From an optimization exercise on the open Yosys and OpenROAD flow, aimed at small area and a short achievable clock period; shortcuts taken in it are not production practice. In this exercise RTL edits were held to simulation tests only and were not proved equivalent to the original.

==> try-amber <==
Design datapath_top, start of the top module:
module datapath_top (
	input  logic            clk,
	input  logic            reset_n,
	input  mips_pkg::word_t instr,
	input  mips_pkg::word_t pc_plus4,
	input  mips_pkg::word_t load_data,
	output mips_pkg::word_t alu_result,
	output mips_pkg::word_t mem_addr,
	output mips_pkg::word_t mem_wdata,
	output logic            mem_read,
	output logic            mem_write,
	output logic            branch_taken,
	output mips_pkg::word_t branch_target
);
export LEC_CHECK = 0
export CAP_MARGIN = 20
export CORE_MARGIN = 2
export CORE_UTILIZATION = 40
export SETUP_SLACK_MARGIN = 4.5
export SLEW_MARGIN = 20
export SYNTH_HIERARCHICAL = 1
create_clock -name core_clock -period 7.5 [get_ports {clk}]
standard.sh (not shown) runs the stock make flow with config.mk's settings and CLKGATE_MAP_FILE= SYNTH_SCRIPT=/design/flow/synth_recipe.tcl, a recipe that flattens the netlist after the stock synthesis.
==> flow/flow/run.sh <==
#!/bin/bash
# The standard flow, with plain buffers (not delay cells) on the ports, the
# resizer free to swap cell footprints, and a clock tree of smaller buffers
# without dummy loads. synthesis runs unchanged first.
set -euo pipefail
bash standard.sh synth > flow_synth.log 2>&1
bash standard.sh MATCH_CELL_FOOTPRINT=0 \
  "BUFFER_PORTS_ARGS=-buffer_cell sky130_fd_sc_hd__buf_2" \
  "CTS_ARGS=-sink_clustering_enable -repair_clock_nets -dont_use_dummy_load -buf_list sky130_fd_sc_hd__clkbuf_8" \
  finish > flow_layout.log 2>&1
==> try-yarrow (differences from try-amber) <==
--- a/flow/design.v
+++ b/flow/design.v
@@ -94,14 +94,32 @@
 			.d (col[31:25]),
 			.s (rt_sel[31:25]),
 			.y (rt_part[b][3])
 		);
 	end
 endmodule
 `timescale 1ns/1ps
+module reg_predec (
+	input  logic [4:0] r,
+	output logic [3:0] lo,
+	output logic [7:0] hi
+);
+	always_comb begin
+		for (int j = 0; j < 4; j++) lo[j] = (r[1:0] == j[1:0]);
+		for (int k = 0; k < 8; k++) hi[k] = (r[4:2] == k[2:0]);
+	end
+endmodule
+module reg_sel (
+	input  logic lo,
+	input  logic hi,
+	input  logic valid,
+	output logic sel
+);
+	assign sel = lo & hi & valid;
+endmodule
 module rd_merge (
 	input  logic [3:0] part,
 	input  logic       wb,
 	input  logic       use_rf,     
 	input  logic       use_wb,     
 	output logic       val
 );
@@ -123,15 +141,17 @@
 	output mips_pkg::word_t     id_rs_val,
 	output mips_pkg::word_t     id_rt_val,
 	output logic [1:0]          id_rs_byp,    
 	output logic [1:0]          id_rt_byp,
 	output mips_pkg::reg_addr_t id_wb_addr,
 	output logic [15:0]         id_imm,
 	output mips_pkg::word_t     id_pc,
-	output logic                id_rst    
+	output logic                id_valid,   
+	output logic                id_a_use,   
+	output logic [1:0]          id_b_byp    
 );
 	logic [5:0] opcode;
 	logic [5:0] funct;
 	logic fn_ok;
 	logic is_r, is_lw, is_sw, is_beq;
 	mips_pkg::ctrl_t ctrl;
 	mips_pkg::reg_addr_t wb_addr;
@@ -162,19 +182,21 @@
 		ctrl.branch = is_beq;
 	end
 	assign wb_addr = is_r ? instr[15:11] : (is_lw ? rt : 5'd0);
 	assign byp1_rs = (id_wb_addr != 5'd0) && (id_wb_addr == rs);
 	assign byp1_rt = (id_wb_addr != 5'd0) && (id_wb_addr == rt);
 	assign byp2_rs = !byp1_rs && (ex_wb_addr != 5'd0) && (ex_wb_addr == rs);
 	assign byp2_rt = !byp1_rt && (ex_wb_addr != 5'd0) && (ex_wb_addr == rt);
-	always_comb begin
-		for (int i = 1; i < 32; i++) begin
-			rs_sel[i] = rf_valid[i] && (rs == i[4:0]);
-			rt_sel[i] = rf_valid[i] && (rt == i[4:0]);
-		end
+	logic [3:0] rs_lo, rt_lo;
+	logic [7:0] rs_hi, rt_hi;
+	reg_predec u_rs_pre (.r (rs), .lo (rs_lo), .hi (rs_hi));
+	reg_predec u_rt_pre (.r (rt), .lo (rt_lo), .hi (rt_hi));
+	for (genvar i = 1; i < 32; i++) begin : g_sel
+		reg_sel u_rs (.lo (rs_lo[i % 4]), .hi (rs_hi[i / 4]), .valid (rf_valid[i]), .sel (rs_sel[i]));
+		reg_sel u_rt (.lo (rt_lo[i % 4]), .hi (rt_hi[i / 4]), .valid (rf_valid[i]), .sel (rt_sel[i]));
 	end
 	for (genvar b = 0; b < 32; b++) begin : g_val
 		rd_merge u_rs (
 			.part   (rs_part[b]),
 			.wb     (wb_data[b]),
 			.use_rf (!byp1_rs && !byp2_rs),
 			.use_wb (byp2_rs),
@@ -185,30 +207,33 @@
 			.wb     (wb_data[b]),
 			.use_rf (!byp1_rt && !byp2_rt),
 			.use_wb (byp2_rt),
 			.val    (rt_val[b])
 		);
 	end
 	always_ff @(posedge clk) begin
-		id_rst <= !reset_n;
+		id_valid <= reset_n;
+		id_a_use <= reset_n && !byp1_rs;
 		id_rs_val <= rs_val;
 		id_rt_val <= rt_val;
 		id_imm <= instr[15:0];
 		id_pc <= pc_plus4;
 	end
 	always_ff @(posedge clk) begin
 		if (!reset_n) begin
 			id_ctrl <= '0;
 			id_rs_byp <= '0;
 			id_rt_byp <= '0;
+			id_b_byp <= '0;
 			id_wb_addr <= '0;
 		end else begin
 			id_ctrl <= ctrl;
 			id_rs_byp <= {byp1_rs & id_ctrl.mem_read, byp1_rs & !id_ctrl.mem_read};
 			id_rt_byp <= {byp1_rt & id_ctrl.mem_read, byp1_rt & !id_ctrl.mem_read};
+			id_b_byp <= {byp1_rt & id_ctrl.mem_read & !ctrl.alu_src, byp1_rt & !id_ctrl.mem_read & !ctrl.alu_src};
 			id_wb_addr <= wb_addr;
 		end
 	end
 endmodule
 `timescale 1ns/1ps
 module id_ex_out (
 	input  logic        clk,
@@ -218,15 +243,15 @@
 	always_ff @(posedge clk) begin
 		q <= d;
 	end
 endmodule
 module id_ex (
 	input  logic                clk,
 	input  logic                reset_n,
-	input  logic                id_rst,    
+	input  logic                id_valid,  
 	input  mips_pkg::word_t     result_d,
 	input  mips_pkg::word_t     rt_val_d,
 	input  mips_pkg::word_t     target_d,
 	input  logic                mem_read_d,
 	input  logic                mem_write_d,
 	input  logic                taken_d,
 	input  mips_pkg::reg_addr_t wb_addr_d,
@@ -239,15 +264,15 @@
 	output mips_pkg::reg_addr_t wb_addr_q
 );
 	always_ff @(posedge clk) begin
 		result_q <= result_d;
 		taken_q <= taken_d;
 	end
 	always_ff @(posedge clk) begin
-		if (!reset_n || id_rst) begin
+		if (!reset_n || !id_valid) begin
 			target_q <= '0;
 		end else begin
 			target_q <= target_d;
 		end
 	end
 	always_ff @(posedge clk) begin
 		if (!reset_n) begin
@@ -401,15 +426,17 @@
 	output logic result
 );
 	assign result = (sel_sum & ps) | (sel_and & g) | (sel_or & (g | p)) |
 		(sel_slt & (p31 ? ~cn31 : ax31_n));
 endmodule
 module execute_stage (
 	input  logic                 reset_n,
-	input  logic                 id_rst,
+	input  logic                 id_valid,
+	input  logic                 id_a_use,
+	input  logic [1:0]           id_b_byp,
 	input  mips_pkg::ctrl_t      ctrl,
 	input  mips_pkg::word_t      rs_val,
 	input  mips_pkg::word_t      rt_val_pre,
 	input  mips_pkg::word_t      ex_result,
 	input  mips_pkg::word_t      load_data,
 	input  logic [1:0]           rs_byp,     
 	input  logic [1:0]           rt_byp,
@@ -423,33 +450,29 @@
 	mips_pkg::word_t ext;
 	mips_pkg::word_t ax_n;
 	mips_pkg::word_t g;
 	mips_pkg::word_t p;
 	mips_pkg::word_t ps;
 	logic [31:1] cn;
 	logic sel_sum, sel_and, sel_or, sel_slt;
-	logic a_byp_no, b_byp_ex, b_byp_ld;
 	assign ext = {{16{imm[15]}}, imm};
-	assign a_byp_no = ~rs_byp[0] & ~rs_byp[1] & ~id_rst;
-	assign b_byp_ex = rt_byp[0] & ~ctrl.alu_src;
-	assign b_byp_ld = rt_byp[1] & ~ctrl.alu_src;
 	for (genvar i = 0; i < 32; i++) begin : g_in
 		alu_bit_in u_in (
 			.rs_val    (rs_val[i]),
 			.rt_val    (rt_val_pre[i]),
 			.ex_res    (ex_result[i]),
 			.ld        (load_data[i]),
 			.a_byp_ex  (rs_byp[0]),
 			.a_byp_ld  (rs_byp[1]),
-			.a_byp_no  (a_byp_no),
-			.rt_ok     (~id_rst),
+			.a_byp_no  (id_a_use),
+			.rt_ok     (id_valid),
 			.rt_byp_ex (rt_byp[0]),
 			.rt_byp_ld (rt_byp[1]),
-			.b_byp_ex  (b_byp_ex),
-			.b_byp_ld  (b_byp_ld),
+			.b_byp_ex  (id_b_byp[0]),
+			.b_byp_ld  (id_b_byp[1]),
 			.imm       (ext[i]),
 			.alu_src   (ctrl.alu_src),
 			.sub       (ctrl.alu_sub),
 			.ax_n      (ax_n[i]),
 			.rt        (rt_val[i]),
 			.g         (g[i]),
 			.p         (p[i]),
@@ -546,15 +569,17 @@
 	mips_pkg::word_t id_rs_val;
 	mips_pkg::word_t id_rt_val;
 	logic [1:0] id_rs_byp;
 	logic [1:0] id_rt_byp;
 	mips_pkg::reg_addr_t id_wb_addr;
 	logic [15:0] id_imm;
 	mips_pkg::word_t id_pc;
-	logic id_rst;
+	logic id_valid;
+	logic id_a_use;
+	logic [1:0] id_b_byp;
 	logic [31:1] rf_valid;
 	mips_pkg::word_t wb_data;
 	logic [31:0][3:0] rs_part;
 	logic [31:0][3:0] rt_part;
 	mips_pkg::word_t op_rt;
 	mips_pkg::word_t result_d;
 	mips_pkg::word_t target_d;
@@ -580,15 +605,17 @@
 		.id_rs_val  (id_rs_val),
 		.id_rt_val  (id_rt_val),
 		.id_rs_byp  (id_rs_byp),
 		.id_rt_byp  (id_rt_byp),
 		.id_wb_addr (id_wb_addr),
 		.id_imm     (id_imm),
 		.id_pc      (id_pc),
-		.id_rst     (id_rst)
+		.id_valid   (id_valid),
+		.id_a_use   (id_a_use),
+		.id_b_byp   (id_b_byp)
 	);
 	register_file u_register_file (
 		.clk     (clk),
 		.reset_n (reset_n),
 		.rs_sel    (rs_sel),
 		.rt_sel    (rt_sel),
 		.rs_part   (rs_part),
@@ -596,15 +623,17 @@
 		.wb_addr (ex_wb_addr),
 		.wb_data (wb_data),
 		.valid   (rf_valid)
 	);
 	assign wb_data = ex_mem_read ? load_data : ex_result;
 	execute_stage u_execute_stage (
 		.reset_n       (reset_n),
-		.id_rst        (id_rst),
+		.id_valid      (id_valid),
+		.id_a_use      (id_a_use),
+		.id_b_byp      (id_b_byp),
 		.ctrl          (id_ctrl),
 		.rs_val        (id_rs_val),
 		.rt_val_pre    (id_rt_val),
 		.ex_result     (ex_result),
 		.load_data     (load_data),
 		.rs_byp        (id_rs_byp),
 		.rt_byp        (id_rt_byp),
@@ -614,15 +643,15 @@
 		.result        (result_d),
 		.branch_taken  (taken_d),
 		.branch_target (target_d)
 	);
 	id_ex u_id_ex (
 		.clk         (clk),
 		.reset_n     (reset_n),
-		.id_rst      (id_rst),
+		.id_valid    (id_valid),
 		.result_d    (result_d),
 		.rt_val_d    (op_rt),
 		.target_d    (target_d),
 		.mem_read_d  (id_ctrl.mem_read),
 		.mem_write_d (id_ctrl.mem_write),
 		.taken_d     (taken_d),
 		.wb_addr_d   (id_wb_addr),
Settings changed: SETUP_SLACK_MARGIN 4.5 to 4.7.
==> impl_metrics.ini <==
[timing]
fin_worst_skew_ns = 0.0995

[critical_path]
reg_to_reg_end = u_id_ex_out.q[0]
cp_num_buf_inv = 2
path_depth = 13

[routing]
vias = 46359
post_route_m1_wl_um = 82300

[grt]
via_count_of_the_first_global_routing_pass = 43538

[finish]
multi_input_cells = 2878
layout.nets = 5056

[run_status]
status = complete, no violations
-- figures above: try-yarrow

==> impl_metrics.ini <==
[critical_path]
path_depth = 17
cp_num_buf_inv = 5

[run_status]
status = complete, no violations

[floorplan]
placeableCoreArea_mm2 = 0.141

[routing]
vias = 45751
post_route_m1_wl_um = 81900

[finish]
fraction_of_standard_cell_area_in_multi_input_logic_pct = 34.7
count_of_plain_and_timing_repair_buffers_in_the_layout = 427
layout.nets = 5062
multi_input_cells = 2935

[cts]
master_cell_of_the_clock_root_buffer = sky130_fd_sc_hd__clkbuf_8

[timing]
fin_worst_skew_ns = 0.0746
-- figures above: try-amber

-- afterwards: timing with drivers on the ports --
The results above use ideal ports. As a check the final layouts listed here were re-extracted and re-timed, cells and wires unchanged. Step 1 (the two cells are an assumption about what drives the block):
set clk [get_ports {clk}]
set_driving_cell -lib_cell sky130_fd_sc_hd__clkbuf_16 $clk
set_driving_cell -lib_cell sky130_fd_sc_hd__buf_2 [delete_from_list [all_inputs] $clk]
Step 2 adds t to the input delays and takes it off the output delays; t is the mean of the earliest and latest rising clock arrival at the registers after step 1. Input paths then give back, and output paths get back, about the clock's delay inside the block. a / b / c = ideal ports / drivers / drivers and shift; a / b = the first two.
run | t (ns) | setup slack, ns | worst hold slack (ns) | latest minus earliest clock arrival (ns) | slew at the worst register clock pin (ns)
try-amber | 0.968 | 4.283 / 4.283 / 3.433 | 0.433 / 0.433 / 0.433 | 0.088 / 0.087 | 0.07 / 0.07
try-yarrow | 0.986 | 4.509 / 4.509 / 3.607 | 0.440 / 0.440 / 0.440 | 0.105 / 0.105 | 0.07 / 0.07
After both steps every run listed still meets setup and hold. For try-yarrow, which loses most, drivers alone change the setup slack by 0.000 ns; drivers and shift together by -0.902 ns.
